Context: an optimization exercise on an open-source flow, tuned for small area and a short achievable clock period. The choices shown serve that exercise and are no tape-out recipe.
Function was checked by simulation only, so behaviour that the tests miss may differ from the original.
Power and IR drop assume default switching activity.

### design/flow/flow/run.sh
#!/bin/bash
# Standard layout with these changes:
#  - synthesis maps the logic with the ABC script in abc_speed2.script (see
#    my_synth.tcl); flip-flops are mapped before ABC and are left as they are
#  - the port buffers are plain buf_2 cells instead of the delay cells
#    buffer_ports picks on its own
#  - clock tree synthesis adds no dummy loads and builds the tree from
#    clkbuf_8 cells, with clusters of up to 14 sinks
#  - timing-driven global placement reverts the buffers its trial repairs add
#    (the resize step after placement repairs the design for real)
set -euo pipefail
export MY_WORK="$(pwd)"
export MY_ABC_SCRIPT="$MY_WORK/flow/abc_speed2.script"
export BUFFER_PORTS_ARGS="-buffer_cell sky130_fd_sc_hd__buf_2"
export GPL_KEEP_OVERFLOW=0
export CTS_ARGS="-sink_clustering_enable -repair_clock_nets -dont_use_dummy_load -buf_list {sky130_fd_sc_hd__clkbuf_8} -sink_clustering_size 14 -sink_clustering_max_diameter 60"
sed "s#SYNTH_SCRIPT=[^ ]*#SYNTH_SCRIPT=$MY_WORK/flow/my_synth.tcl#" standard.sh > my_standard.sh
grep -q "SYNTH_SCRIPT=$MY_WORK/flow/my_synth.tcl" my_standard.sh
bash my_standard.sh finish > make_finish.log 2>&1
### design/flow/config.mk
export PLATFORM = sky130hd
export DESIGN_NAME = counter_top
export DESIGN_NICKNAME = counter_top
export VERILOG_FILES = /design/flow/design.v
export SDC_FILE = /design/flow/constraint.sdc
export NUM_CORES = 4
export LEC_CHECK = 0
export CAP_MARGIN = 20
export CORE_MARGIN = 2
export CORE_UTILIZATION = 40
export SETUP_SLACK_MARGIN = 1.0
export SLEW_MARGIN = 20
### design/flow/design.v
`timescale 1ns/1ps
`default_nettype none
package cnt_pkg;
  localparam int CNT_NUM = 4;
  localparam int CNT_W   = 32;
  localparam int INTR_W  = 2 * CNT_NUM;
endpackage
`default_nettype wire
`timescale 1ns/1ps
`default_nettype none
module cnt_apb_regs (
  input  logic [31:0]                 i_paddr,
  input  logic                        i_pwrite,
  input  logic                        i_psel,
  input  logic                        i_penable,
  output logic                        o_wr,
  output logic                        o_rd,
  output logic                        o_sel_trig,
  output logic                        o_sel_sts,
  output logic                        o_sel_mset,
  output logic                        o_sel_mclr,
  output logic [cnt_pkg::CNT_NUM-1:0] o_sel_ctrl,
  output logic [cnt_pkg::CNT_NUM-1:0] o_sel_tgt,
  output logic [cnt_pkg::CNT_NUM-1:0] o_sel_cnt,
  output logic [cnt_pkg::CNT_NUM-1:0] o_sel_cap,
  output logic                        o_base,
  output logic                        o_rsel_sts,
  output logic                        o_rsel_mset,
  output logic [cnt_pkg::CNT_NUM-1:0] o_rsel_ctrl,
  output logic [cnt_pkg::CNT_NUM-1:0] o_rsel_tgt,
  output logic [cnt_pkg::CNT_NUM-1:0] o_rsel_cnt,
  output logic [cnt_pkg::CNT_NUM-1:0] o_rsel_cap
);
  logic       base;
  logic [3:0] ofs;
  assign o_wr = i_psel & ~i_penable & i_pwrite;
  assign o_rd = i_psel & ~i_penable & ~i_pwrite;
  assign base = ~|{i_paddr[31:7], i_paddr[1:0]};
  always_comb begin
    for (int k = 0; k < 4; k++) ofs[k] = (i_paddr[3:2] == k[1:0]);
  end
  assign o_base      = base;
  assign o_rsel_sts  = (i_paddr[6:4] == 3'd0) & ofs[1];
  assign o_rsel_mset = (i_paddr[6:4] == 3'd0) & ofs[2];
  assign o_sel_trig = base & (i_paddr[6:4] == 3'd0) & ofs[0];
  assign o_sel_sts  = base & (i_paddr[6:4] == 3'd0) & ofs[1];
  assign o_sel_mset = base & (i_paddr[6:4] == 3'd0) & ofs[2];
  assign o_sel_mclr = base & (i_paddr[6:4] == 3'd0) & ofs[3];
  for (genvar n = 0; n < cnt_pkg::CNT_NUM; n++) begin : g_sel
    logic blk;
    assign blk           = base & (i_paddr[6:4] == 3'(n + 2));
    assign o_sel_ctrl[n] = blk & ofs[0];
    assign o_sel_tgt[n]  = blk & ofs[1];
    assign o_sel_cnt[n]  = blk & ofs[2];
    assign o_sel_cap[n]  = blk & ofs[3];
    assign o_rsel_ctrl[n] = (i_paddr[6:4] == 3'(n + 2)) & ofs[0];
    assign o_rsel_tgt[n]  = (i_paddr[6:4] == 3'(n + 2)) & ofs[1];
    assign o_rsel_cnt[n]  = (i_paddr[6:4] == 3'(n + 2)) & ofs[2];
    assign o_rsel_cap[n]  = (i_paddr[6:4] == 3'(n + 2)) & ofs[3];
  end
endmodule
`default_nettype wire
`timescale 1ns/1ps
`default_nettype none
module cnt_channel (
  input  logic        i_pclk,
  input  logic        i_prst_n,
  input  logic        i_wr,
  input  logic        i_rd,
  input  logic        i_sel_ctrl,
  input  logic        i_sel_tgt,
  input  logic        i_sel_cnt,
  input  logic        i_sel_cap,
  input  logic        i_rsel_ctrl,   
  input  logic        i_rsel_tgt,
  input  logic        i_rsel_cnt,
  input  logic        i_rsel_cap,
  input  logic        i_glb_trig,    
  input  logic [31:0] i_wdata,
  input  logic        i_din_a,
  output logic        o_dout_a,
  output logic        o_dout_a_oen,
  output logic [31:0] o_rdata,       
  output logic        o_cmp_evt,
  output logic        o_cap_evt
);
  logic        en_q, edge_q, ovwr_q;
  logic [31:0] tgt_q;
  logic        clear_q;      
  logic        run_nx_q;     
  logic        run_q;
  logic [31:0] cnt_q;
  logic [31:0] cap_q;
  logic        full_q;
  logic        cap_vld_q;
  logic        dout_q, cmp_evt_q, cap_evt_q;
  logic        din_s1, din_s2, din_d;
  logic [31:0] cnt_tgl;
  logic ctrl_wr, glb, start_in, stop_in, clear_in;
  logic load, counting, eq, hit, edge_hit, cap_take, cap_read;
  assign ctrl_wr  = i_wr & i_sel_ctrl;
  assign glb      = i_glb_trig & en_q;
  assign start_in = (ctrl_wr & i_wdata[4]) | (glb & i_wdata[0]);
  assign stop_in  = (ctrl_wr & i_wdata[5]) | (glb & i_wdata[1]);
  assign clear_in = (ctrl_wr & i_wdata[6]) | (glb & i_wdata[2]);
  always_ff @(posedge i_pclk or negedge i_prst_n) begin
    if (!i_prst_n) begin
      en_q   <= 1'b0;
      edge_q <= 1'b0;
      ovwr_q <= 1'b0;
    end else if (ctrl_wr) begin
      en_q   <= i_wdata[0];
      edge_q <= i_wdata[1];
      ovwr_q <= i_wdata[2];
    end
  end
  always_ff @(posedge i_pclk or negedge i_prst_n) begin
    if (!i_prst_n) begin
      tgt_q <= '0;
    end else if (i_wr & i_sel_tgt) begin
      tgt_q <= i_wdata;
    end
  end
  always_ff @(posedge i_pclk or negedge i_prst_n) begin
    if (!i_prst_n) begin
      clear_q  <= 1'b0;
      run_nx_q <= 1'b0;
      run_q    <= 1'b0;
    end else begin
      clear_q  <= clear_in;
      run_nx_q <= ~stop_in & (start_in | run_nx_q);
      run_q    <= run_nx_q;
    end
  end
  assign load     = i_wr & i_sel_cnt;
  assign counting = run_q & en_q;
  assign eq       = (cnt_q == tgt_q);
  assign hit      = counting & eq & ~clear_q & ~load;
  always_comb begin
    cnt_tgl[0] = counting;
    for (int i = 1; i < 32; i++) cnt_tgl[i] = counting & (&(cnt_q | ~((32'd1 << i) - 32'd1)));
  end
  always_ff @(posedge i_pclk or negedge i_prst_n) begin
    if (!i_prst_n) begin
      cnt_q <= '0;
    end else begin
      cnt_q <= ({32{~clear_q & load}} & i_wdata)
             | ({32{~clear_q & ~load & ~(counting & eq)}} & (cnt_q ^ cnt_tgl));
    end
  end
  always_ff @(posedge i_pclk or negedge i_prst_n) begin
    if (!i_prst_n) begin
      dout_q    <= 1'b0;
      cmp_evt_q <= 1'b0;
    end else begin
      dout_q    <= dout_q ^ hit;
      cmp_evt_q <= hit;
    end
  end
  always_ff @(posedge i_pclk or negedge i_prst_n) begin
    if (!i_prst_n) begin
      din_s1 <= 1'b0;
      din_s2 <= 1'b0;
      din_d  <= 1'b0;
    end else begin
      din_s1 <= i_din_a;
      din_s2 <= din_s1;
      din_d  <= din_s2;
    end
  end
  assign edge_hit = (din_s2 ^ din_d) & (din_d == edge_q);
  assign cap_take = en_q & edge_hit & (~full_q | ovwr_q);
  assign cap_read = i_rd & i_sel_cap;
  always_ff @(posedge i_pclk or negedge i_prst_n) begin
    if (!i_prst_n) begin
      full_q    <= 1'b0;
      cap_evt_q <= 1'b0;
    end else begin
      full_q    <= cap_take | (full_q & ~cap_read);
      cap_evt_q <= cap_take;
    end
  end
  always_ff @(posedge i_pclk) begin
    if (cap_take) begin
      cap_q <= cnt_q;
    end
  end
  always_ff @(posedge i_pclk or negedge i_prst_n) begin
    if (!i_prst_n) begin
      cap_vld_q <= 1'b0;
    end else if (cap_take) begin
      cap_vld_q <= 1'b1;
    end
  end
  assign o_rdata = ({32{i_rsel_tgt}} & tgt_q)
                 | ({32{i_rsel_cnt}} & cnt_q)
                 | ({32{i_rsel_cap & cap_vld_q}} & cap_q)
                 | ({32{i_rsel_ctrl}} & {22'd0, full_q, run_q, 5'd0, ovwr_q, edge_q, en_q});
  assign o_dout_a     = dout_q;
  assign o_dout_a_oen = en_q;
  assign o_cmp_evt    = cmp_evt_q;
  assign o_cap_evt    = cap_evt_q;
endmodule
`default_nettype wire
`timescale 1ns/1ps
`default_nettype none
module cnt_intr_ctrl (
  input  logic                       i_pclk,
  input  logic                       i_prst_n,
  input  logic [cnt_pkg::INTR_W-1:0] i_evt,
  input  logic                       i_sts_clr_wr,
  input  logic                       i_mask_set_wr,
  input  logic                       i_mask_clr_wr,
  input  logic [cnt_pkg::INTR_W-1:0] i_data,
  output logic [cnt_pkg::INTR_W-1:0] o_sts,
  output logic [cnt_pkg::INTR_W-1:0] o_mask,
  output logic                       o_int
);
  logic [cnt_pkg::INTR_W-1:0] sts_q;
  logic [cnt_pkg::INTR_W-1:0] mask_q;
  logic                       int_q;
  always_ff @(posedge i_pclk or negedge i_prst_n) begin
    if (!i_prst_n) begin
      sts_q <= '0;
    end else begin
      sts_q <= (sts_q & ~({cnt_pkg::INTR_W{i_sts_clr_wr}} & i_data)) | i_evt;
    end
  end
  always_ff @(posedge i_pclk or negedge i_prst_n) begin
    if (!i_prst_n) begin
      mask_q <= '0;
    end else begin
      mask_q <= (mask_q & ~({cnt_pkg::INTR_W{i_mask_clr_wr & ~i_mask_set_wr}} & i_data))
              | ({cnt_pkg::INTR_W{i_mask_set_wr}} & i_data);
    end
  end
  always_ff @(posedge i_pclk or negedge i_prst_n) begin
    if (!i_prst_n) begin
      int_q <= 1'b0;
    end else begin
      int_q <= |(sts_q & mask_q);
    end
  end
  assign o_sts  = sts_q;
  assign o_mask = mask_q;
  assign o_int  = int_q;
endmodule
`default_nettype wire
`timescale 1ns/1ps
`default_nettype none
module counter_top (
  input  logic                        i_pclk,
  input  logic                        i_prst_n,
  input  logic [31:0]                 i_paddr,
  input  logic [31:0]                 i_pwdata,
  input  logic                        i_pwrite,
  input  logic                        i_psel,
  input  logic                        i_penable,
  output logic [31:0]                 o_prdata,
  input  logic [cnt_pkg::CNT_NUM-1:0] i_extern_din_a,
  output logic [cnt_pkg::CNT_NUM-1:0] o_extern_dout_a,
  output logic [cnt_pkg::CNT_NUM-1:0] o_extern_dout_a_oen,
  output logic                        o_int
);
  logic                           wr, rd;
  logic                           sel_trig, sel_sts, sel_mset, sel_mclr;
  logic [cnt_pkg::CNT_NUM-1:0]    sel_ctrl, sel_tgt, sel_cnt, sel_cap;
  logic                           base, rsel_sts, rsel_mset;
  logic [cnt_pkg::CNT_NUM-1:0]    rsel_ctrl, rsel_tgt, rsel_cnt, rsel_cap;
  logic                           base_q;
  logic [cnt_pkg::CNT_NUM*32-1:0] ch_rdata;
  logic [cnt_pkg::INTR_W-1:0]     intr_evt;
  logic [cnt_pkg::INTR_W-1:0]     intr_sts;
  logic [cnt_pkg::INTR_W-1:0]     intr_mask;
  logic [31:0]                    rdata;
  logic [31:0]                    prdata_q;
  cnt_apb_regs u_dec (
    .i_paddr    (i_paddr),
    .i_pwrite   (i_pwrite),
    .i_psel     (i_psel),
    .i_penable  (i_penable),
    .o_wr       (wr),
    .o_rd       (rd),
    .o_sel_trig (sel_trig),
    .o_sel_sts  (sel_sts),
    .o_sel_mset (sel_mset),
    .o_sel_mclr (sel_mclr),
    .o_sel_ctrl (sel_ctrl),
    .o_sel_tgt  (sel_tgt),
    .o_sel_cnt  (sel_cnt),
    .o_sel_cap  (sel_cap),
    .o_base     (base),
    .o_rsel_sts (rsel_sts),
    .o_rsel_mset(rsel_mset),
    .o_rsel_ctrl(rsel_ctrl),
    .o_rsel_tgt (rsel_tgt),
    .o_rsel_cnt (rsel_cnt),
    .o_rsel_cap (rsel_cap)
  );
  for (genvar n = 0; n < cnt_pkg::CNT_NUM; n++) begin : g_ch
    cnt_channel u_ch (
      .i_pclk       (i_pclk),
      .i_prst_n     (i_prst_n),
      .i_wr         (wr),
      .i_rd         (rd),
      .i_sel_ctrl   (sel_ctrl[n]),
      .i_sel_tgt    (sel_tgt[n]),
      .i_sel_cnt    (sel_cnt[n]),
      .i_sel_cap    (sel_cap[n]),
      .i_rsel_ctrl  (rsel_ctrl[n]),
      .i_rsel_tgt   (rsel_tgt[n]),
      .i_rsel_cnt   (rsel_cnt[n]),
      .i_rsel_cap   (rsel_cap[n]),
      .i_glb_trig   (wr & sel_trig),
      .i_wdata      (i_pwdata),
      .i_din_a      (i_extern_din_a[n]),
      .o_dout_a     (o_extern_dout_a[n]),
      .o_dout_a_oen (o_extern_dout_a_oen[n]),
      .o_rdata      (ch_rdata[32*n +: 32]),
      .o_cmp_evt    (intr_evt[2*n]),
      .o_cap_evt    (intr_evt[2*n+1])
    );
  end
  cnt_intr_ctrl u_intr (
    .i_pclk        (i_pclk),
    .i_prst_n      (i_prst_n),
    .i_evt         (intr_evt),
    .i_sts_clr_wr  (wr & sel_sts),
    .i_mask_set_wr (wr & sel_mset),
    .i_mask_clr_wr (wr & sel_mclr),
    .i_data        (i_pwdata[cnt_pkg::INTR_W-1:0]),
    .o_sts         (intr_sts),
    .o_mask        (intr_mask),
    .o_int         (o_int)
  );
  always_comb begin
    rdata = {24'd0, ({8{rsel_sts}} & intr_sts) | ({8{rsel_mset}} & intr_mask)};
    for (int n = 0; n < cnt_pkg::CNT_NUM; n++) rdata = rdata | ch_rdata[32*n +: 32];
  end
  always_ff @(posedge i_pclk) begin
    prdata_q <= rdata;
    base_q   <= base;
  end
  assign o_prdata = prdata_q & {32{base_q}};
endmodule
`default_nettype wire
### design/flow/constraint.sdc
create_clock -name core_clock -period 3.5 [get_ports {i_pclk}]
set_input_delay 0.7000 -clock core_clock [delete_from_list [all_inputs] [get_ports {i_pclk}]]
set_output_delay 0.7000 -clock core_clock [all_outputs]
set_load 0.01 [all_outputs]
### design/flow/flow/my_synth.tcl
# The standard flow's synthesis script, with the ABC mapping script swapped for
# flow/abc_speed2.script. Only the technology mapping of the logic changes;
# the flip-flops are mapped before ABC runs and are left as they are.
proc abc {args} {
  set i [lsearch $args -script]
  if {$i >= 0} { lset args [expr {$i + 1}] $::env(MY_ABC_SCRIPT) }
  puts "abc with [lindex $args [expr {$i + 1}]]"
  yosys abc {*}$args
}
source $::env(MY_WORK)/synth_recipe.tcl
### design/flow/flow/abc_speed2.script
&get -n
&st
&syn2
&if -g -K 6
&synch2
&nf
&st
&syn2
&if -g -K 6
&synch2
&nf
&put
buffer -c
topo
stime -c
upsize -c
dnsize -c
### design/flow/standard.sh
#!/bin/bash
# synth_recipe.tcl (not shown) runs the flow's synth.tcl, then flattens the netlist and writes it again
# the make line also repeats each setting of config.mk as NAME=value (left out here)
make -C /OpenROAD-flow-scripts/flow DESIGN_CONFIG=/design/flow/config.mk WORK_HOME=/design/flow/orfs CLKGATE_MAP_FILE= SYNTH_SCRIPT=/design/flow/synth_recipe.tcl "${@:-finish}"
==> results_dict.tcl, run 1 <==
set metrics [dict create \
    status "complete, no violations" \
    syn-instance-count 2017 \
    worstHoldStart "i_extern_din_a[1]" \
    final_cell_mix "dfrtp_1 (303), nand2_1 (178), edfxtp_1 (128)" \
    ff2ff_path_depth 7 \
    cts_buffers 46 \
    synth_ff_type "dfrtp_1" \
    met3_usage_pct 6.35 \
    power.static_leakage_nw 11.1 \
    min_period_over_period_pct 71.5 \
    rsz0062_at_grt "yes" \
    grt_pass1_wl_microns 124000 \
    viasPerCell 6.24 \
    synth-edff-count 128 \
    nets 2207 \
    cts_tree "yes" \
    cts-root-buf "clkbuf_8" \
    clk_pin_slew_ns 0.09 \
    grt.total_usage_pct 28.2 \
    ys_seq_area_share_pct 54.9 \
    final_max_slew_viol_count 0 \
    cp-start-kind "flip-flop" \
    setup_viol 0 \
    clk_latency_ns 0.69 \
    grt_max_degree 84 \
    fin_crit_ns 2.50 \
    port_buffers 113 \
    hold_slack_ns 0.126 \
    busiest_layer "met2" \
    met2_usage_pct 43.3 \
    cp_data_arrival_time_ns 3.00 \
    clock_sinks 490 \
    row_count 88 \
    dpl.cell_count 2788 \
    final_layout_size_suffix_gt1_share_pct 20.9 \
    holdPathEnd "g_ch[1].u_ch.din_s1$_DFF_PN0_" \
    synthToLayoutAreaGrowth_pct 15.2 \
    cp-startpoint "g_ch[0].u_ch.cnt_q[18]$_DFF_PN0_" \
    die-area_sq_um 59900 \
    io_pins 114 \
    endpoint_kind "flip-flop" \
    start_util_pct 40.3 \
    r2r-end "g_ch[0].u_ch.cnt_q[6]$_DFF_PN0_" \
    wire_per_inst_microns 29.3 \
    synthDistinctLibCells 62 \
    fp.dieH_microns 245 \
    finClkSkew_ns 0.0992 \
    synthArstFlopShare_pct 67.1 \
    vdd_drop_max_mv 0.246 \
    r2r-start "g_ch[0].u_ch.cnt_q[18]$_DFF_PN0_" \
    worst_pin_slew_ns 0.990 \
    fmax_ghz 0.400 \
    syn_avg_cell_area_sq_um 11.5 \
    yosys_warnings 4 \
    via_count 18080 \
    max-slew-margin-rel_pct 34.0 \
    required_ns 4.00 \
    wl_microns 85000 \
    die_w_microns 245 \
    dp_hpwl_microns 58200 \
    cts_max_level 2 \
    drt_pass1_iterations 8 \
    syn_nets 2094 \
    hp-class "primary input to flip-flop" \
    gp_congestion 0.908 \
    route.antenna.remaining_nets 0 \
    antenna_found_initial 5 \
    cts_buffer_depth 3 \
    rrSetupSlack_ns 1.0 \
    drt_iter0_markers 2013 \
    crit_fanout 8 \
    maxCapViolCount 0 \
    critPathKind "flip-flop to flip-flop" \
    synth-seq-cells 490 \
    core_area_sq_um 57500 \
    syn-cell-area_sq_um 23200 \
    drc 0 \
    final_common_cell "dfrtp_1" \
    final-hold-violation-count 0 \
    power_density_nw_per_um2 348 \
    final_cells 2897 \
    overflow 0 \
    min_path_cells 1 \
    met1_usage_pct 37.3 \
    grt_pass1_vias 17999 \
]
## cells in the mapped netlist (all sizes together), types with 8 or more instances
cell / instances / area share, %
xor2: 133 / 5.0
buf: 45 / 1.1
inv: 37 / 0.60
mux2: 140 / 6.8
nand4: 56 / 1.5
edfxtp: 128 / 17
nand2b: 14 / 0.38
a221oi: 89 / 3.4
clkbuf: 98 / 1.6
o2bb2ai: 31 / 1.2
o21ai: 101 / 2.2
mux2i: 8 / 0.35
a22oi: 34 / 1.1
a21oi: 8 / 0.17
and2: 41 / 1.1
nor4: 34 / 1.1
dfxtp: 33 / 2.8
nand3: 80 / 1.8
dfrtp: 329 / 36
nand2: 183 / 3.0
a22o: 83 / 3.1
and3: 20 / 0.54
nor2: 74 / 1.2
nor3: 25 / 0.56
and4: 8 / 0.30
xnor2: 123 / 4.6
a21o: 8 / 0.26
## routing by layer
metal | up-vias | wire [microns]
met3 | 239 | 8330
met4 | 2 | 4650
met1 | 9269 | 33800
li1 | 7581 | -
met2 | 989 | 38100
met5 | - | 9
## state kept, by name, indices dropped and copies added (netlist names), 8 cells and up
| name | flops |
|---|---|
| g_ch.u_ch.cap_q | 128 |
| g_ch.u_ch.cnt_q | 128 |
| g_ch.u_ch.tgt_q | 128 |
| prdata_q | 32 |
| u_intr.mask_q | 8 |
| u_intr.sts_q | 8 |
## report_power, final
group          switching [mW]  internal, mW
combinational           0.254        0.0798
clock                    1.95          1.17
sequential            0.00508          5.85
## worst max-delay path, cell delays in order (launching register included)
cell     delay, ns
dfrtp_2       0.49
xor2_2        0.24
nor4_4        0.42
nand3_1       0.17
or4_4         0.61
buf_12        0.19
nand2_8       0.14
o21ai_0       0.11
## cell families after synthesis
| kind of cell | count (synthesis) | share of synthesized area, % |
|---|---|---|
| AO/OA/AOI/OAI | 382 | 12.5 |
| XOR/XNOR | 256 | 9.67 |
| adder cells (fa/ha/maj) | 4 | 0.216 |
| buffers and inverters | 180 | 3.31 |
| flip-flops | 490 | 54.9 |
| multiplexers | 148 | 7.14 |
| AND/OR/NAND/NOR | 557 | 12.2 |
## cell type report
type,instances,area (sq um)
flip-flops and latches,490,12800
fillers,5256,30800
repair buffers,203,1820
well taps,765,957
diodes,4,10.0
multi-input cells,1352,10400
inverters,37,144
clock buffers,46,633
## repair_timing
action,CTS,global route
gates cloned,4,1
hold buffers,1,0
setup endpoints to repair,277,207
hold endpoints to repair,33,0
setup buffers,20,33
gates resized for setup,66,47
pin swaps,29,23
## through the flow
| step | setup WS, ns | cell area, sq um | power [mW] | setup TNS [ns] | util, % |
|---|---|---|---|---|---|
| after floorplan | 1.02 | 23200 | 6.04 | 0 | - |
| after global placement | -5.00 | 24100 | 6.26 | -2513.20 | 41.9 |
| after global routing | 0.963 | 26700 | 9.56 | 0 | 46.5 |
| after CTS | 1.00 | 26200 | 9.36 | 0 | 45.5 |
| final | 0.998 | 26700 | 9.30 | 0 | 46.5 |
| after detailed placement | -0.278 | 24900 | 6.29 | -6.85 | 43.4 |
## worst max path at each step
stage,endpoint,cells after the start
floorplan,g_ch[0].u_ch.run_nx_q$_DFF_PN0_,8
global placement,g_ch[1].u_ch.tgt_q[28]$_DFFE_PN0P_,1
detailed placement,g_ch[3].u_ch.cnt_q[27]$_DFF_PN0_,9
CTS,g_ch[0].u_ch.dout_q$_DFF_PN0_,6
global route,g_ch[3].u_ch.cnt_q[16]$_DFF_PN0_,10
finish,g_ch[0].u_ch.cnt_q[6]$_DFF_PN0_,7
==> run 2, diff against run 1 <==
--- a/design/flow/design.v
+++ b/design/flow/design.v
@@ -124,13 +124,14 @@
   always_ff @(posedge i_pclk or negedge i_prst_n) begin
     if (!i_prst_n) begin
-      clear_q  <= 1'b0;
       run_nx_q <= 1'b0;
       run_q    <= 1'b0;
     end else begin
-      clear_q  <= clear_in;
       run_nx_q <= ~stop_in & (start_in | run_nx_q);
       run_q    <= run_nx_q;
     end
   end
+  always_ff @(posedge i_pclk) begin
+    clear_q <= clear_in;
+  end
   assign load     = i_wr & i_sel_cnt;
   assign counting = run_q & en_q;
@@ -161,12 +162,12 @@
     if (!i_prst_n) begin
       din_s1 <= 1'b0;
-      din_s2 <= 1'b0;
-      din_d  <= 1'b0;
     end else begin
       din_s1 <= i_din_a;
-      din_s2 <= din_s1;
-      din_d  <= din_s2;
     end
   end
+  always_ff @(posedge i_pclk) begin
+    din_s2 <= din_s1;
+    din_d  <= din_s2;
+  end
   assign edge_hit = (din_s2 ^ din_d) & (din_d == edge_q);
   assign cap_take = en_q & edge_hit & (~full_q | ovwr_q);
--- a/design/flow/flow/run.sh
+++ b/design/flow/flow/run.sh
@@ -7,11 +7,8 @@
 #  - clock tree synthesis adds no dummy loads and builds the tree from
 #    clkbuf_8 cells, with clusters of up to 14 sinks
-#  - timing-driven global placement reverts the buffers its trial repairs add
-#    (the resize step after placement repairs the design for real)
 set -euo pipefail
 export MY_WORK="$(pwd)"
 export MY_ABC_SCRIPT="$MY_WORK/flow/abc_speed2.script"
 export BUFFER_PORTS_ARGS="-buffer_cell sky130_fd_sc_hd__buf_2"
-export GPL_KEEP_OVERFLOW=0
 export CTS_ARGS="-sink_clustering_enable -repair_clock_nets -dont_use_dummy_load -buf_list {sky130_fd_sc_hd__clkbuf_8} -sink_clustering_size 14 -sink_clustering_max_diameter 60"
 sed "s#SYNTH_SCRIPT=[^ ]*#SYNTH_SCRIPT=$MY_WORK/flow/my_synth.tcl#" standard.sh > my_standard.sh
==> run 2 against run 1 <==
Still clean. Sequential share of layout area increased by 0.86 points. Sequential power hardly changed. Register-to-register slack worse by 0.05 ns. Hold slack worse by 0.0056 ns. Sequential cell count stayed put. Critical endpoint is now g_ch[2].u_ch.cnt_q[31]$_DFF_PN0_.
==> results_dict.tcl, run 2 <==
set metrics [dict create \
    synthToLayoutAreaGrowth_pct 12.7 \
    r2r-start "g_ch[2].u_ch.cnt_q[8]$_DFF_PN0_" \
    crit_fanout 8 \
    synth_top_family_by_area "compound AO/OA/AOI/OAI gates" \
    vdd_drop_max_mv 0.274 \
    crit_buf_inv 0 \
    combPwrFrac_pct 3.4 \
    via_count 18115 \
    max-slew-margin-rel_pct 42.6 \
    worst_pin_slew_ns 0.860 \
    ys_seq_area_share_pct 54.8 \
    met2_usage_pct 44.9 \
    grt_max_degree 90 \
    antenna_found_initial 6 \
    cp-startpoint "g_ch[2].u_ch.cnt_q[8]$_DFF_PN0_" \
    max_stage_delay_ns 0.58 \
    gp_congestion 0.992 \
    grt.total_usage_pct 28.7 \
    synthDistinctLibCells 62 \
    viasPerCell 6.23 \
    drc 0 \
    grt_pass1_vias 17928 \
    drt_pass1_iterations 5 \
    overflow 0 \
    cp_data_arrival_time_ns 3.14 \
    syn_avg_cell_area_sq_um 11.5 \
    largestRegisters "g_ch.u_ch.cap_q: 128 flops, g_ch.u_ch.cnt_q: 128 flops, g_ch.u_ch.tgt_q: 128 flops" \
    maxCapViolCount 0 \
    nets 2220 \
    synthTopCellsByCount "dfrtp_1 (317), nand2_1 (183), xor2_1 (133)" \
    hp-class "primary input to flip-flop" \
    synth-seq-cells 490 \
    cts_buffers 46 \
    met1_usage_pct 39.0 \
    yosys.area.top_type "dfrtp_1" \
    final_max_slew_viol_count 0 \
    fp.dieH_microns 244 \
    rrSetupSlack_ns 0.95 \
    synth-compound-area-share_pct 12.5 \
    die_w_microns 244 \
    final_common_cell "dfrtp_1" \
    worstSetupEndpoint "g_ch[2].u_ch.cnt_q[31]$_DFF_PN0_" \
    cts_max_level 2 \
    clk_latency_ns 0.68 \
    clk_pin_slew_ns 0.09 \
    yosys-top-cells-area "dfrtp_1 (34%), edfxtp_1 (17%), xor2_1 (5.0%), xnor2_1 (4.7%), dfxtp_1 (3.9%)" \
    syn_nets 2094 \
    finClkSkew_ns 0.0734 \
    power_density_nw_per_um2 357 \
    regArea_sq_um 12700 \
    fmax_ghz 0.392 \
    p_int_mw 7.09 \
    slowest_stage "dfrtp_1" \
    cpLargestDelayFamily "simple AND/OR/NAND/NOR gates" \
    path_cells "and4_2, and4_1, and4bb_2, nand3_1, xor2_1, o21ai_0" \
    endpoint_kind "flip-flop" \
    wl_microns 86700 \
    dp_hpwl_microns 58100 \
    final_cell_mix "dfrtp_1 (299), nand2_1 (179), xor2_1 (131)" \
    cts_tree "yes" \
    route.antenna.remaining_nets 0 \
    busiest_layer "met2" \
    final-hold-violation-count 0 \
    yosys_warnings 4 \
    swShare_pct 23.8 \
    row_count 88 \
    synthXorXnorAreaFrac_pct 9.69 \
    wire_per_inst_microns 29.8 \
    met3_usage_pct 5.32 \
    synthArstFlopShare_pct 64.7 \
    yosysMostFrequentCell "dfrtp_1" \
    setup_viol 0 \
    syn-instance-count 2017 \
    switchingPower_mw 2.22 \
    cp.depth 6 \
    synth-edff-count 128 \
    cp-start-kind "flip-flop" \
    synth_fa_ha_area_share_pct 0.216 \
    clock_sinks 490 \
    status "complete, no violations" \
    synth.top_cell.area_share_pct 34.3 \
    muxShareOfSynthArea_pct 7.16 \
    critPathKind "flip-flop to flip-flop" \
    fin_tns_setup_ns 0 \
    multi_input_area_sq_um 10000 \
    cts_buffer_depth 3 \
    port_buffers 113 \
    synth_ff_type "dfrtp_1" \
    io_pins 114 \
    drt_iter0_markers 2358 \
    ff2ff_path_depth 6 \
    core_area_sq_um 57500 \
    pwr-share-seq_pct 62.9 \
    power.static_leakage_nw 11.0 \
    start_util_pct 40.2 \
    min_period_over_period_pct 72.8 \
    fill_cells 5369 \
    preCtsSetupSlack_ns 0.201 \
    cts-root-buf "clkbuf_8" \
    die-area_sq_um 59800 \
    fin_crit_ns 2.55 \
    worst_slack_ns 0.950 \
    yosys.area_share.simple_pct 12.3 \
    power.share.clock_pct 33.7 \
    p_total_mw 9.30 \
    rsz0062_at_grt "yes" \
    grt_pass1_wl_microns 125000 \
    r2r-end "g_ch[2].u_ch.cnt_q[31]$_DFF_PN0_" \
    final_layout_size_suffix_gt1_share_pct 19.8 \
    syn-cell-area_sq_um 23100 \
    required_ns 4.09 \
]
==> run 2: cell types whose count changed after synthesis, sizes merged <==
cell,before,now
dfrtp,329,317
buf,45,47
clkbuf,98,96
dfxtp,33,45
==> run 2: repair_timing <==
action / in CTS / in global routing
hold buffers: 1 / 0
setup endpoints to repair: 132 / 112
endpoints found under the hold margin: 37 / 0
resized for setup: 34 / 38
setup buffers: 1 / 16
gates cloned: 1 / 3
pin swaps: 9 / 16
==> run 2: cell families after synthesis <==
kind of cell / count (synthesis)
AO/OA/AOI/OAI: 382
multiplexers: 148
AND/OR/NAND/NOR: 557
buffers and inverters: 180
XOR/XNOR: 256
adder cells (fa/ha/maj): 4
flip-flops: 490
==> run 2: how the worst min path moves through the flow <==
stage               slack (ns)                          start  cells after the start                            end
detailed placement        0.33  g_ch[1].u_ch.din_s1$_DFF_PN0_                      0    g_ch[1].u_ch.din_s2$_DFF_P_
floorplan                 0.32  g_ch[0].u_ch.din_s1$_DFF_PN0_                      0    g_ch[0].u_ch.din_s2$_DFF_P_
finish                    0.12              i_extern_din_a[2]                      1  g_ch[2].u_ch.din_s1$_DFF_PN0_
global placement          0.33  g_ch[1].u_ch.din_s1$_DFF_PN0_                      0    g_ch[1].u_ch.din_s2$_DFF_P_
global route              0.09              i_extern_din_a[2]                      1  g_ch[2].u_ch.din_s1$_DFF_PN0_
CTS                       0.08              i_extern_din_a[2]                      1  g_ch[2].u_ch.din_s1$_DFF_PN0_
==> run 2: power by group through the flow <==
stage | Combinational [mW] | Clock [mW] | Sequential, mW
final | 0.317 | 3.14 | 5.85
after global routing | 0.338 | 3.39 | 5.85
after CTS | 0.315 | 3.19 | 5.85
after detailed placement | 0.314 | 0 | 5.97
after global placement | 0.311 | 0 | 5.97
after floorplan | 0.0728 | 0 | 5.97
==> run 2: area by class of cell <==
cell class              instances  share of cell area (%)
repair buffers                221                    6.20
inverters                      37                   0.533
diodes                          3                  0.0288
well taps                     765                    3.67
multi-input cells            1347                    38.4
flip-flops and latches        490                    48.7
clock buffers                  46                    2.43
==> run 2: per-layer routing <==
| metal | wire length (microns) | up-vias |
|---|---|---|
| met2 | 39800 | 1017 |
| met5 | 11 | - |
| met4 | 4100 | 2 |
| met1 | 34800 | 9294 |
| li1 | - | 7588 |
| met3 | 8000 | 214 |
==> run 2: stage by stage <==
stage                     cells  utilization (%)  area, sq um  hold slack [ns]
after floorplan            2017                -        23100            0.324
after global placement     2838             43.4        24900            0.327
after detailed placement   2838             43.4        24900            0.329
after CTS                  2887             44.9        25800           0.0779
after global routing       2908             45.4        26100           0.0890
final                      2909             45.4        26100            0.120
==> run 3, diff against run 2 <==
--- a/design/flow/config.mk
+++ b/design/flow/config.mk
@@ -9,4 +9,4 @@
 export CORE_MARGIN = 2
 export CORE_UTILIZATION = 40
-export SETUP_SLACK_MARGIN = 1.0
+export SETUP_SLACK_MARGIN = 1.4
 export SLEW_MARGIN = 20
==> run 3 against run 2 <==
Sequential cell count stayed put. Power is 0.30% higher. Still clean on timing, DRC and antenna. Synthesized area stayed put. Sequential power hardly changed.
==> results_dict.tcl, run 3 <==
set metrics [dict create \
    status "complete, no violations" \
    min_path_cells 1 \
    preCtsSetupSlack_ns 0.278 \
    gp_congestion 0.969 \
    worst_pin_slew_ns 0.870 \
    maxCapViolCount 0 \
    cts-root-buf "clkbuf_8" \
    yosys-top-cells-area "dfrtp_1 (34%), edfxtp_1 (17%), xor2_1 (5.0%), xnor2_1 (4.7%), dfxtp_1 (3.9%)" \
    rrSetupSlack_ns 1.04 \
    clock_sinks 490 \
    clk_latency_ns 0.69 \
    worstHoldStart "i_extern_din_a[1]" \
    syn-instance-count 2017 \
    final_core_utilization_pct 50.5 \
    cts_tree "yes" \
    endpoint_kind "flip-flop" \
    max-slew-margin-rel_pct 41.8 \
    placed_area_sq_um 25100 \
    drt_iter0_markers 2643 \
    yosys_warnings 4 \
    power.static_leakage_nw 12.1 \
    overflow 0 \
    r2r-end "g_ch[2].u_ch.cnt_q[20]$_DFF_PN0_" \
    die_w_microns 244 \
    dp_hpwl_microns 57600 \
    largestRegisters "g_ch.u_ch.cap_q: 128 flops, g_ch.u_ch.cnt_q: 128 flops, g_ch.u_ch.tgt_q: 128 flops" \
    final-hold-violation-count 0 \
    syn_nets 2094 \
    port_buffers 113 \
    design_area_sq_um 29000 \
    final_layout_size_suffix_gt1_share_pct 34.7 \
    io_pins 114 \
    grt_max_degree 79 \
    synthArstFlopShare_pct 64.7 \
    via_count 19033 \
    clk_pin_slew_ns 0.09 \
    drt_pass1_iterations 6 \
    nets 2317 \
    grt.total_usage_pct 30.2 \
    cts_buffers 46 \
    fin_tns_setup_ns 0 \
    worst_slack_ns 1.04 \
    synth-edff-count 128 \
    drc 0 \
    route.antenna.remaining_nets 0 \
    grt_pass1_vias 18654 \
    cts_max_level 2 \
    hp-class "primary input to flip-flop" \
    syn_avg_cell_area_sq_um 11.5 \
    critPathKind "flip-flop to flip-flop" \
    synth-seq-cells 490 \
    viasPerCell 6.33 \
    final_cell_mix "dfrtp_1 (271), nand2_1 (169), edfxtp_1 (128)" \
    power_density_nw_per_um2 322 \
    holdPathEnd "g_ch[1].u_ch.din_s1$_DFF_PN0_" \
    synth_ff_type "dfrtp_1" \
    ys_seq_area_share_pct 54.8 \
    fp.dieH_microns 244 \
    setup_viol 0 \
    cp_data_arrival_time_ns 3.02 \
    fmax_ghz 0.406 \
    grt_pass1_wl_microns 131000 \
    wl_microns 92200 \
    synthTopCellsByCount "dfrtp_1 (317), nand2_1 (183), xor2_1 (133)" \
    synthDistinctLibCells 62 \
    cts_buffer_depth 3 \
    fill_cells 5114 \
    yosysMostFrequentCell "dfrtp_1" \
    synth.top_cell.area_share_pct 34.3 \
    synthToLayoutAreaGrowth_pct 25.5 \
    syn-cell-area_sq_um 23100 \
    wire_per_inst_microns 30.6 \
    rsz0062_at_grt "yes" \
    final_max_slew_viol_count 0 \
    row_count 88 \
    ff2ff_path_depth 10 \
    min_period_over_period_pct 70.3 \
    start_util_pct 40.2 \
    antenna_found_initial 7 \
    cp-start-kind "flip-flop" \
    required_ns 4.06 \
    yosys.area.top_type "dfrtp_1" \
    vdd_drop_max_mv 0.243 \
    core_area_sq_um 57500 \
    fin_crit_ns 2.46 \
    die-area_sq_um 59800 \
    final_common_cell "dfrtp_1" \
    finClkSkew_ns 0.122 \
    r2r-start "g_ch[2].u_ch.cnt_q[6]$_DFF_PN0_" \
    crit_fanout 8 \
]
[run 3: cell count changes in the layout (fill, tap and decap cells not counted), moves of 34 or more]
cell     previous run  this run
buf_4              89       125
o21ai_2             0        84
o21ai_0            92        13
buf_2             112        78
buf_6               1        59
[run 3: repair_timing]
action | in CTS | in global routing
pin swaps | 92 | 47
setup endpoints to repair | 365 | 242
hold buffers | 1 | 0
gates resized for setup | 332 | 168
hold endpoints to repair | 33 | 0
setup buffers | 73 | 33
gates cloned | 13 | 4
[run 3: cell type report]
class | count | area (sq um) | area share [%]
tap | 765 | 957 | 3.30
inverter | 37 | 146 | 0.504
sequential | 490 | 12700 | 43.9
antenna | 4 | 10.0 | 0.0345
clock buffer | 46 | 633 | 2.18
timing repair buffer | 318 | 3200 | 11.0
multi-input combinational | 1347 | 11300 | 39.1
[run 3: worst max-delay path by stage]
stage | startpoint | end | slack, ns | depth (start not counted)
finish | g_ch[2].u_ch.cnt_q[6]$_DFF_PN0_ | g_ch[2].u_ch.cnt_q[20]$_DFF_PN0_ | 1.04 | 10
global route | g_ch[0].u_ch.cnt_q[14]$_DFF_PN0_ | g_ch[0].u_ch.cnt_q[31]$_DFF_PN0_ | 1.00 | 7
CTS | g_ch[0].u_ch.tgt_q[14]$_DFFE_PN0P_ | g_ch[0].u_ch.cnt_q[24]$_DFF_PN0_ | 1.13 | 8
detailed placement | i_paddr[2] | prdata_q[8]$_DFF_P_ | 0.28 | 8
global placement | i_paddr[2] | prdata_q[8]$_DFF_P_ | 0.29 | 8
floorplan | i_paddr[19] | g_ch[0].u_ch.tgt_q[10]$_DFFE_PN0P_ | 1.12 | 7
[run 3: through the flow]
stage / std cells / hold slack, ns / power, mW
finish: 3007 / 0.139 / 9.33
CTS: 2966 / 0.0991 / 9.35
floorplan: 2017 / 0.324 / 6.05
global route: 3006 / 0.132 / 9.58
detailed placement: 2833 / 0.329 / 6.30
global placement: 2833 / 0.326 / 6.29
[run 3: power by group]
| group | internal [mW] | switching [mW] | total [mW] |
|---|---|---|---|
| sequential | 5.84 | 0.00696 | 5.85 |
| clock | 1.17 | 1.97 | 3.14 |
| combinational | 0.0818 | 0.262 | 0.344 |
[run 3: routing by layer]
| layer | vias to the layer above | part of all wire [%] | track usage, % |
|---|---|---|---|
| met5 | - | 0.028 | 0 |
| met4 | 4 | 5.3 | 14.4 |
| met3 | 287 | 11 | 6.45 |
| met2 | 1265 | 44 | 46.0 |
| met1 | 9711 | 40 | 41.1 |
| li1 | 7766 | - | - |
[run 3: logic make-up after synthesis]
logic type                 count (synthesis)  share of synthesized area, %
and+or+nand+nor                          557                          12.3
DFF                                      490                          54.8
AOI/OAI and AO/OA                        382                          12.5
xor gates and xnor gates                 256                          9.69
buffers and inverters                    180                          3.33
muxes                                    148                          7.16
adders and majority gates                  4                         0.216
[run 3: critical path, cell delays in order (launching register included)]
cell,delay [ns]
dfrtp_2,0.50
xnor2_4,0.26
nand4_1,0.28
nor4_4,0.45
buf_4,0.20
nand3_4,0.12
nand2_8,0.12
buf_12,0.13
buf_12,0.10
buf_16,0.15
o21ai_2,0.06
==> run 4, diff against run 3 <==
--- a/design/flow/config.mk
+++ b/design/flow/config.mk
@@ -9,4 +9,4 @@
 export CORE_MARGIN = 2
 export CORE_UTILIZATION = 40
-export SETUP_SLACK_MARGIN = 1.4
+export SETUP_SLACK_MARGIN = 1.3
 export SLEW_MARGIN = 20
==> run 4 against run 3 <==
Still clean. Fmax rose by 1.6%. Non-clock buffer count fell by 45. First-iteration DRC count fell by 14%. Hold slack got worse by 0.10 ns. Die area did not move. Critical path type unchanged. Largest power group unchanged. Highest routed layer unchanged.
==> results_dict.tcl, run 4 <==
set metrics [dict create \
    clk_pin_slew_ns 0.09 \
    ff2ff_path_depth 7 \
    slowest_stage "dfrtp_2" \
    overflow 0 \
    die-area_sq_um 59800 \
    gp_congestion 0.985 \
    switchingPower_mw 2.23 \
    critPathKind "flip-flop to flip-flop" \
    largestRegisters "g_ch.u_ch.cap_q: 128 flops, g_ch.u_ch.cnt_q: 128 flops, g_ch.u_ch.tgt_q: 128 flops" \
    final_cell_mix "dfrtp_1 (263), nand2_1 (176), edfxtp_1 (128)" \
    antenna_found_initial 3 \
    cts_max_level 2 \
    die_w_microns 244 \
    wire_per_inst_microns 30.1 \
    combPwrFrac_pct 3.7 \
    cts_buffers 45 \
    max_stage_delay_ns 0.46 \
    worst_pin_slew_ns 0.929 \
    nets 2271 \
    preCtsSetupSlack_ns 0.477 \
    io_pins 114 \
    grt.total_usage_pct 28.8 \
    synth_ff_type "dfrtp_1" \
    maxCapViolCount 0 \
    grt_pass1_wl_microns 126000 \
    synthArstFlopShare_pct 64.7 \
    status "complete, no violations" \
    fin_crit_ns 2.42 \
    min_period_over_period_pct 69.3 \
    dpl.cell_count 2838 \
    multi_input_area_sq_um 11100 \
    wl_microns 89000 \
    design_area_sq_um 28200 \
    placed_area_sq_um 25100 \
    drt_pass1_iterations 6 \
    fmax_ghz 0.413 \
    final_layout_size_suffix_gt1_share_pct 31.1 \
    synth-edff-count 128 \
    yosys_warnings 4 \
    hp-class "primary input to async pin" \
    syn-instance-count 2017 \
    start_util_pct 40.2 \
    cp_data_arrival_time_ns 2.92 \
    synthTopCellsByCount "dfrtp_1 (317), nand2_1 (183), xor2_1 (133)" \
    worst_slack_ns 1.08 \
    cts_buffer_depth 3 \
    final_max_slew_viol_count 0 \
    via_count 18511 \
    endpoint_kind "flip-flop" \
    clock_sinks 490 \
    ys_seq_area_share_pct 54.8 \
    cp-start-kind "flip-flop" \
    grt_max_degree 83 \
    pwr-share-seq_pct 62.9 \
    core_area_sq_um 57500 \
    viasPerCell 6.26 \
    synth.top_cell.area_share_pct 34.3 \
    hold_slack_ns 0.0377 \
    r2r-end "g_ch[1].u_ch.cnt_q[8]$_DFF_PN0_" \
    clk_latency_ns 0.69 \
    fp.dieH_microns 244 \
    yosys.area.top_type "dfrtp_1" \
    vdd_drop_max_mv 0.238 \
    power.share.clock_pct 33.4 \
    rrSetupSlack_ns 1.08 \
    dp_hpwl_microns 59000 \
    required_ns 4.00 \
    path_cells "xor2_4, nor4_4, nand4_1, nor4_4, nand2b_4, buf_12, o21ai_0" \
    p_int_mw 7.07 \
    power.static_leakage_nw 11.7 \
    regArea_sq_um 12700 \
    drt_iter0_markers 2267 \
    power_density_nw_per_um2 330 \
    syn_nets 2094 \
    rsz0062_at_grt "yes" \
    crit_top_cell "nor4_4" \
    row_count 88 \
    r2r-start "g_ch[1].u_ch.tgt_q[27]$_DFFE_PN0P_" \
    synth-seq-cells 490 \
    fin_tns_setup_ns 0 \
    finClkSkew_ns 0.0976 \
    p_total_mw 9.30 \
    hold_buffers 0 \
    swShare_pct 24.0 \
    final_core_utilization_pct 49.1 \
    final_common_cell "dfrtp_1" \
    synthToLayoutAreaGrowth_pct 21.9 \
    synthDistinctLibCells 62 \
    fill_cells 5108 \
    grt_pass1_vias 18108 \
    cts-root-buf "clkbuf_8" \
    final-hold-violation-count 0 \
    cts_tree "yes" \
    yosysMostFrequentCell "dfrtp_1" \
    syn-cell-area_sq_um 23100 \
    syn_avg_cell_area_sq_um 11.5 \
    route.antenna.remaining_nets 0 \
    drc 0 \
    setup_viol 0 \
    final_cells 2959 \
    yosys-top-cells-area "dfrtp_1 (34%), edfxtp_1 (17%), xor2_1 (5.0%), xnor2_1 (4.7%), dfxtp_1 (3.9%)" \
    port_buffers 113 \
    max-slew-margin-rel_pct 37.8 \
    crit_fanout 13 \
]
run 4: timing repair:
| action | 4_1_cts | 5_1_grt |
|---|---|---|
| setup buffers | 30 | 32 |
| cloned | 6 | 6 |
| setup endpoints to repair | 229 | 250 |
| pin swaps | 54 | 43 |
| resized for setup | 195 | 207 |
| endpoints found under the hold margin | 0 | 0 |
run 4: layer usage:
| layer | global-route usage (%) | vias to the layer above | wire length, microns |
|---|---|---|---|
| met4 | 13.2 | 2 | 4900 |
| met2 | 44.4 | 1152 | 39800 |
| met5 | 0 | - | 15 |
| li1 | - | 7659 | - |
| met1 | 39.2 | 9450 | 35300 |
| met3 | 6.07 | 248 | 9050 |
run 4: power by group through the flow:
stage	registers [mW]	logic (mW)	clock network, mW
detailed placement	5.97	0.330	0
global placement	5.97	0.330	0
floorplan	5.97	0.0812	0
global route	5.85	0.361	3.34
finish	5.85	0.343	3.11
CTS	5.85	0.334	3.14
run 4: cell type report:
cell class,count,share of cell area (%)
inverter,37,0.493
timing repair buffer,273,9.18
sequential,490,45.2
multi-input combinational,1347,39.5
antenna,2,0.0178
clock buffer,45,2.20
tap,765,3.39
run 4: cell families after synthesis:
logic type,count (synthesis),synth area share (%)
xor+xnor,256,9.69
mux,148,7.16
buf+inv,180,3.33
fa+ha+maj,4,0.216
flops,490,54.8
simple gates,557,12.3
compound gates,382,12.5
run 4: critical path, delay by kind of cell (launching register included):
kind,cells,cell delay [ns]
buf+inv,1,0.18
simple gates,4,1.25
xor+xnor,1,0.22
compound gates,1,0.16
flops,1,0.46
run 4: how the worst max path moves through the flow:
stage	startpoint	slack, ns	end	depth (start not counted)
floorplan	i_paddr[19]	1.12	g_ch[0].u_ch.tgt_q[10]$_DFFE_PN0P_	7
global placement	i_paddr[2]	0.50	prdata_q[8]$_DFF_P_	8
detailed placement	i_paddr[2]	0.48	prdata_q[8]$_DFF_P_	8
CTS	g_ch[0].u_ch.cnt_q[12]$_DFF_PN0_	1.14	g_ch[0].u_ch.cnt_q[20]$_DFF_PN0_	7
global route	g_ch[1].u_ch.tgt_q[27]$_DFFE_PN0P_	1.06	g_ch[1].u_ch.cnt_q[8]$_DFF_PN0_	7
finish	g_ch[1].u_ch.tgt_q[27]$_DFFE_PN0P_	1.08	g_ch[1].u_ch.cnt_q[8]$_DFF_PN0_	7
==> run 5, diff against run 4 <==
--- a/design/flow/config.mk
+++ b/design/flow/config.mk
@@ -9,4 +9,4 @@
 export CORE_MARGIN = 2
 export CORE_UTILIZATION = 40
-export SETUP_SLACK_MARGIN = 1.3
+export SETUP_SLACK_MARGIN = 1.1
 export SLEW_MARGIN = 20
==> run 5 against run 4 <==
Sequential share of layout area is 2.9 points higher. Synthesized area stayed put. Utilization is 3.1 points lower. Setup slack worse by 0.016 ns. Count of clock-buffer cells in the layout is 1 higher. Final cell count is 1.2% lower. Critical path depth stayed put. Via count is 2.1% lower. Hold slack better by 0.11 ns. Routed wire length is 3.3% lower. Critical endpoint is now g_ch[0].u_ch.cnt_q[12]$_DFF_PN0_.
==> results_dict.tcl, run 5 <==
set metrics [dict create \
    final_layout_size_suffix_gt1_share_pct 22.1 \
    ff2ff_path_depth 7 \
    min_period_over_period_pct 69.7 \
    yosys-top-cells-area "dfrtp_1 (34%), edfxtp_1 (17%), xor2_1 (5.0%), xnor2_1 (4.7%), dfxtp_1 (3.9%)" \
    gp_congestion 0.932 \
    drt_pass1_iterations 5 \
    antenna_found_initial 7 \
    nets 2234 \
    die-area_sq_um 59800 \
    via_count 18115 \
    rsz0062_at_grt "yes" \
    cts_buffers 46 \
    cts-root-buf "clkbuf_8" \
    finClkSkew_ns 0.0669 \
    preCtsSetupSlack_ns 0.270 \
    cts_tree "yes" \
    holdPathEnd "g_ch[2].u_ch.din_s1$_DFF_PN0_" \
    syn-instance-count 2017 \
    rrSetupSlack_ns 1.06 \
    hp-class "primary input to flip-flop" \
    dp_hpwl_microns 58100 \
    crit_fanout 24 \
    largestRegisters "g_ch.u_ch.cap_q: 128 flops, g_ch.u_ch.cnt_q: 128 flops, g_ch.u_ch.tgt_q: 128 flops" \
    final_common_cell "dfrtp_1" \
    clock_sinks 490 \
    io_pins 114 \
    synthTopCellsByCount "dfrtp_1 (317), nand2_1 (183), xor2_1 (133)" \
    grt_max_degree 73 \
    max-slew-margin-rel_pct 48.2 \
    syn_avg_cell_area_sq_um 11.5 \
    overflow 0 \
    grt_pass1_wl_microns 124000 \
    ys_seq_area_share_pct 54.8 \
    fin_crit_ns 2.44 \
    power_density_nw_per_um2 351 \
    cp-start-kind "flip-flop" \
    wl_microns 86100 \
    fin_tns_setup_ns 0 \
    slowest_stage "or4_4" \
    row_count 88 \
    cts_buffer_depth 3 \
    worstHoldStart "i_extern_din_a[2]" \
    cp_data_arrival_time_ns 2.94 \
    final_max_slew_viol_count 0 \
    critPathKind "flip-flop to flip-flop" \
    clk_latency_ns 0.68 \
    setup_viol 0 \
    r2r-end "g_ch[0].u_ch.cnt_q[12]$_DFF_PN0_" \
    syn-cell-area_sq_um 23100 \
    worst_pin_slew_ns 0.775 \
    synth.top_cell.area_share_pct 34.3 \
    fp.dieH_microns 244 \
    power.static_leakage_nw 11.1 \
    status "complete, no violations" \
    port_buffers 113 \
    yosys.area.top_type "dfrtp_1" \
    final-hold-violation-count 0 \
    viasPerCell 6.20 \
    grt.total_usage_pct 28.4 \
    endpoint_kind "flip-flop" \
    maxCapViolCount 0 \
    cts_max_level 2 \
    yosysMostFrequentCell "dfrtp_1" \
    drc 0 \
    synth-seq-cells 490 \
    max_stage_delay_ns 0.64 \
    required_ns 4.01 \
    clk_pin_slew_ns 0.10 \
    start_util_pct 40.2 \
    path_cells "xor2_1, nor4_1, nand3_1, or4_4, nand2_8, buf_12, o21ai_0" \
    vdd_drop_max_mv 0.243 \
    synthArstFlopShare_pct 64.7 \
    fill_cells 5325 \
    drt_iter0_markers 2102 \
    fmax_ghz 0.410 \
    worst_slack_ns 1.06 \
    min_path_cells 1 \
    wire_per_inst_microns 29.5 \
    route.antenna.remaining_nets 0 \
    die_w_microns 244 \
    synth-edff-count 128 \
    final_cell_mix "dfrtp_1 (283), nand2_1 (178), edfxtp_1 (128)" \
    synth_ff_type "dfrtp_1" \
    synthDistinctLibCells 62 \
    syn_nets 2094 \
    r2r-start "g_ch[0].u_ch.cnt_q[0]$_DFF_PN0_" \
    yosys_warnings 4 \
    synthToLayoutAreaGrowth_pct 14.2 \
    core_area_sq_um 57500 \
    grt_pass1_vias 18091 \
]
-- run 5: cell counts after synthesis --
No cell type changed its count.
-- run 5: how the worst max path moves through the flow --
stage / startpoint / to / slack (ns)
after detailed placement: i_paddr[2] / prdata_q[8]$_DFF_P_ / 0.27
after CTS: g_ch[1].u_ch.cnt_q[18]$_DFF_PN0_ / g_ch[1].u_ch.cnt_q[26]$_DFF_PN0_ / 1.09
after floorplan: i_paddr[26] / g_ch[2].u_ch.tgt_q[10]$_DFFE_PN0P_ / 1.08
final: g_ch[0].u_ch.cnt_q[0]$_DFF_PN0_ / g_ch[0].u_ch.cnt_q[12]$_DFF_PN0_ / 1.06
after global placement: i_paddr[2] / prdata_q[8]$_DFF_P_ / 0.25
after global routing: g_ch[0].u_ch.tgt_q[28]$_DFFE_PN0P_ / g_ch[0].u_ch.cnt_q[12]$_DFF_PN0_ / 1.03
-- run 5: cells by family (layout without fill, tap and decap cells) --
kind of cell / Yosys count / in the layout / share of synthesized area, %
multiplexers: 148 / 148 / 7.16
other: 0 / 3 / 0
buffers and inverters: 180 / 318 / 3.33
flip-flops: 490 / 490 / 54.8
AND/OR/NAND/NOR: 557 / 557 / 12.3
AO/OA/AOI/OAI: 382 / 382 / 12.5
XOR/XNOR: 256 / 256 / 9.69
adder cells (fa/ha/maj): 4 / 4 / 0.216
-- run 5: critical path, delay by kind of cell, from the launching register on --
kind,cells,cell delay (ns)
compound gates,1,0.15
xor+xnor,1,0.24
buf+inv,1,0.17
flops,1,0.47
simple gates,4,1.22
-- run 5: routing by layer --
| layer | vias up | GRT usage [%] | share of wire [%] |
|---|---|---|---|
| li1 | 7611 | - | - |
| met1 | 9254 | 37.9 | 40 |
| met2 | 1047 | 44.6 | 46 |
| met3 | 199 | 6.31 | 10 |
| met4 | 4 | 12.1 | 4.5 |
| met5 | - | 0 | 0.034 |
-- run 5: what timing repair did --
action | 4_1_cts | 5_1_grt
gates resized for setup | 68 | 47
hold buffers | 1 | 0
endpoints found under the setup margin | 144 | 112
setup buffers | 19 | 14
endpoints found under the hold margin | 34 | 0
gates cloned | 0 | 2
pin swaps | 28 | 22
-- run 5: final cells by class --
cell class,instances,area [sq um],area share (%)
Timing Repair Buffer,235,1730,6.55
Inverter,37,139,0.526
Clock buffer,46,633,2.40
Antenna cell,3,7.51,0.0284
Multi-Input combinational cell,1347,10200,38.7
Tap cell,765,957,3.62
Sequential cell,490,12700,48.1
-- run 5: report_power, final --
part           total [mW]  leakage [nW]  internal [mW]  switching (mW)
Clock                3.11         0.331           1.17            1.94
Sequential           5.85          5.52           5.84         0.00492
Combinational       0.322          5.23         0.0726           0.249
Total                9.28          11.1           7.09            2.20
-- run 5: per-stage QoR --
| stage | instance area [sq um] | total power [mW] | hold slack (ns) | std cells | util (%) |
|---|---|---|---|---|---|
| final | 26400 | 9.28 | 0.147 | 2923 | 46.0 |
| after global routing | 26400 | 9.57 | 0.131 | 2923 | 46.0 |
| after CTS | 26100 | 9.34 | 0.117 | 2904 | 45.4 |
| after detailed placement | 24900 | 6.29 | 0.327 | 2838 | 43.4 |
| after global placement | 24900 | 6.29 | 0.326 | 2838 | 43.4 |
| after floorplan | 23200 | 6.04 | 0.324 | 2017 | - |
==> run 6, diff against run 5 <==
--- a/design/flow/config.mk
+++ b/design/flow/config.mk
@@ -9,4 +9,5 @@
 export CORE_MARGIN = 2
 export CORE_UTILIZATION = 40
-export SETUP_SLACK_MARGIN = 1.1
+export PLACE_DENSITY = 0.75
+export SETUP_SLACK_MARGIN = 1.2
 export SLEW_MARGIN = 20
==> run 6 against run 5 <==
Still clean. Die area is the same. Non-clock buffer count up 33. Sequential cell count stayed put. Global-route usage fell by 0.42 points. Fmax down 0.89%. First-iteration DRC count grew 16%. Critical endpoint is now g_ch[1].u_ch.cnt_q[26]$_DFF_PN0_.
==> results_dict.tcl, run 6 <==
set metrics [dict create \
    viasPerCell 6.37 \
    final_max_slew_viol_count 0 \
    power_density_nw_per_um2 335 \
    synthArstFlopShare_pct 64.7 \
    grt.total_usage_pct 28.0 \
    final_layout_size_suffix_gt1_share_pct 27.9 \
    synth_ff_type "dfrtp_1" \
    yosys.area_share.simple_pct 12.3 \
    cts_buffer_depth 3 \
    io_pins 114 \
    worst_pin_slew_ns 1.02 \
    antenna_found_initial 4 \
    synth-compound-area-share_pct 12.5 \
    route.antenna.remaining_nets 0 \
    synth_top_family_by_area "compound AO/OA/AOI/OAI gates" \
    wl_microns 86200 \
    power.static_leakage_nw 11.5 \
    setup_viol 0 \
    synthTopCellsByCount "dfrtp_1 (317), nand2_1 (183), xor2_1 (133)" \
    p_int_mw 7.02 \
    hp-class "primary input to async pin" \
    fin_crit_ns 2.46 \
    fp.dieH_microns 244 \
    final_cell_mix "dfrtp_1 (263), nand2_1 (178), edfxtp_1 (128)" \
    grt_pass1_vias 18413 \
    wire_per_inst_microns 29.2 \
    via_count 18811 \
    dpl.cell_count 2840 \
    power.share.clock_pct 32.8 \
    yosys_warnings 4 \
    worst_slack_ns 1.04 \
    cts_tree "yes" \
    ff2ff_path_depth 7 \
    core_area_sq_um 57500 \
    syn-instance-count 2017 \
    final_common_cell "dfrtp_1" \
    start_util_pct 40.2 \
    drt_pass1_iterations 6 \
    clk_latency_ns 0.67 \
    fill_cells 5091 \
    grt_max_degree 91 \
    cts_max_level 2 \
    critPathKind "flip-flop to flip-flop" \
    cp-start-kind "flip-flop" \
    combPwrFrac_pct 3.6 \
    gp_congestion 1.01 \
    fin_tns_setup_ns 0 \
    clock_sinks 490 \
    grt_pass1_wl_microns 123000 \
    synth.top_cell.area_share_pct 34.3 \
    final-hold-violation-count 0 \
    die_w_microns 244 \
    die-area_sq_um 59800 \
    rsz0062_at_grt "yes" \
    drc 0 \
    crit_fanout 23 \
    largestRegisters "g_ch.u_ch.cap_q: 128 flops, g_ch.u_ch.cnt_q: 128 flops, g_ch.u_ch.tgt_q: 128 flops" \
    swShare_pct 23.6 \
    ys_seq_area_share_pct 54.8 \
    syn-cell-area_sq_um 23100 \
    required_ns 4.01 \
    dp_hpwl_microns 56800 \
    switchingPower_mw 2.17 \
    finClkSkew_ns 0.0578 \
    cp_data_arrival_time_ns 2.97 \
    syn_avg_cell_area_sq_um 11.5 \
    syn_nets 2094 \
    cts_buffers 43 \
    row_count 88 \
    endpoint_kind "flip-flop" \
    vdd_drop_max_mv 0.213 \
    fmax_ghz 0.406 \
    nets 2264 \
    cts-root-buf "clkbuf_8" \
    synth_fa_ha_area_share_pct 0.216 \
    maxCapViolCount 0 \
    pwr-share-seq_pct 63.6 \
    max-slew-margin-rel_pct 31.7 \
    overflow 0 \
    yosysMostFrequentCell "dfrtp_1" \
    final_cells 2951 \
    synthXorXnorAreaFrac_pct 9.69 \
    drt_iter0_markers 2434 \
    port_buffers 113 \
    min_period_over_period_pct 70.3 \
    synth-edff-count 128 \
    synthDistinctLibCells 62 \
    synth-seq-cells 490 \
    yosys-top-cells-area "dfrtp_1 (34%), edfxtp_1 (17%), xor2_1 (5.0%), xnor2_1 (4.7%), dfxtp_1 (3.9%)" \
    preCtsSetupSlack_ns 0.438 \
    muxShareOfSynthArea_pct 7.16 \
    synthToLayoutAreaGrowth_pct 18.7 \
    yosys.area.top_type "dfrtp_1" \
    status "complete, no violations" \
    clk_pin_slew_ns 0.10 \
]
==> run 6: final timing paths <==
check,from,to,slack [ns]
setup / recovery,g_ch[1].u_ch.cnt_q[13]$_DFF_PN0_,g_ch[1].u_ch.cnt_q[26]$_DFF_PN0_,1.04
hold / removal,i_prst_n,g_ch[1].u_ch.cap_vld_q$_DFFE_PN0P_,0.08
setup reg to reg,g_ch[1].u_ch.cnt_q[13]$_DFF_PN0_,g_ch[1].u_ch.cnt_q[26]$_DFF_PN0_,1.04
hold reg to reg,g_ch[0].u_ch.din_s1$_DFF_PN0_,g_ch[0].u_ch.din_s2$_DFF_P_,0.30
max in group asynchronous,i_prst_n,g_ch[3].u_ch.cnt_q[8]$_DFF_PN0_,2.46
min in group core_clock,i_extern_din_a[2],g_ch[2].u_ch.din_s1$_DFF_PN0_,0.14
==> run 6: per-layer routing <==
metal	GRT usage (%)	vias up	wire, microns
met1	36.6	9422	31700
li1	-	7665	-
met2	42.6	1406	38500
met4	15.9	2	5430
met3	6.86	316	10600
met5	0	-	16
==> run 6: kinds of logic (layout without fill, tap and decap cells) <==
| family | after synthesis | in the layout |
|---|---|---|
| simple gates | 557 | 557 |
| flops | 490 | 490 |
| compound gates | 382 | 382 |
| xor+xnor | 256 | 256 |
| buf+inv | 180 | 348 |
| mux | 148 | 148 |
| fa+ha+maj | 4 | 4 |
| other cells | 0 | 1 |
==> run 6: worst max-delay path, cell delays in order (launching register included) <==
cell and delay [ns]:
dfrtp_2 0.48, xor2_1 0.19, nor4_4 0.36, nand4_1 0.28
nor4_4 0.42, nand2b_4 0.23, buf_12 0.20, o21ai_0 0.13
==> run 6: repair_timing <==
action / in CTS / in global routing
gates cloned: 3 / 7
hold buffers: 0 / 0
resized for setup: 108 / 178
pin swaps: 29 / 61
endpoints found under the setup margin: 169 / 237
buffers inserted: 19 / 38
==> run 6: cell type report <==
cell class,count,area [sq um],share of cell area (%)
flip-flops and latches,490,12700,46.4
multi-input cells,1347,10900,39.6
repair buffers,268,2140,7.80
well taps,765,957,3.49
clock buffers,43,592,2.16
inverters,37,139,0.506
diodes,1,2.50,0.00912
==> run 6: power by group through the flow <==
stage          Sequential [mW]  Combinational [mW]  Clock (mW)
2_1_floorplan             5.97              0.0771           0
6_report                  5.85               0.331        3.01
4_1_cts                   5.85               0.320        3.05
5_1_grt                   5.85               0.349        3.25
3_5_place_dp              5.97               0.319           0
3_3_place_gp              5.97               0.314           0
==> run 6: stage by stage <==
stage	hold slack, ns	power (mW)	area [sq um]	utilization [%]
global route	0.126	9.45	27500	47.8
detailed placement	0.327	6.29	25000	43.5
finish	0.0768	9.19	27500	47.8
floorplan	0.324	6.05	23400	-
global placement	0.325	6.28	25000	43.5
CTS	0.0793	9.22	26300	45.8

==> re-timing with driven ports <==
The results above use ideal ports. As a check the final layouts listed here were re-extracted and re-timed, cells and wires unchanged. Step 1: set_driving_cell puts a clkbuf_16 on i_pclk and a buf_2 on each other input, an assumption about the parent block. Step 2 adds t to the input delays and takes it off the output delays; t is the mean of the earliest and latest rising clock arrival at the registers after step 1. Input paths then give back, and output paths get back, about the clock's delay inside the block. Three values: ideal ports, drivers, drivers and shift; two values: the first two.
| run | t (ns) | setup slack, ns | hold WS [ns] | worst setup path after step 2 | latest minus earliest clock arrival (ns) |
|---|---|---|---|---|---|
| run 1 | 0.696 | 0.998 / 0.998 / 0.362 | 0.126 / 0.088 / 0.351 | input to register | 0.102 / 0.102 |
| run 2 | 0.707 | 0.950 / 0.950 / 0.416 | 0.120 / 0.082 / 0.345 | input to register | 0.073 / 0.074 |
| run 3 | 0.677 | 1.038 / 1.038 / 0.771 | 0.139 / 0.109 / 0.343 | input to register | 0.122 / 0.123 |
| run 4 | 0.696 | 1.076 / 1.076 / 0.557 | 0.038 / 0.027 / 0.332 | input to register | 0.098 / 0.097 |
| run 5 | 0.702 | 1.060 / 1.060 / 0.509 | 0.147 / 0.110 / 0.320 | input to register | 0.068 / 0.068 |
| run 6 | 0.699 | 1.038 / 1.038 / 0.526 | 0.077 / 0.070 / 0.304 | input to register | 0.059 / 0.059 |
After both steps setup and hold are still met in every run listed. For run 1, which loses most, drivers alone change the setup slack by 0.000 ns; drivers and shift together by -0.636 ns.
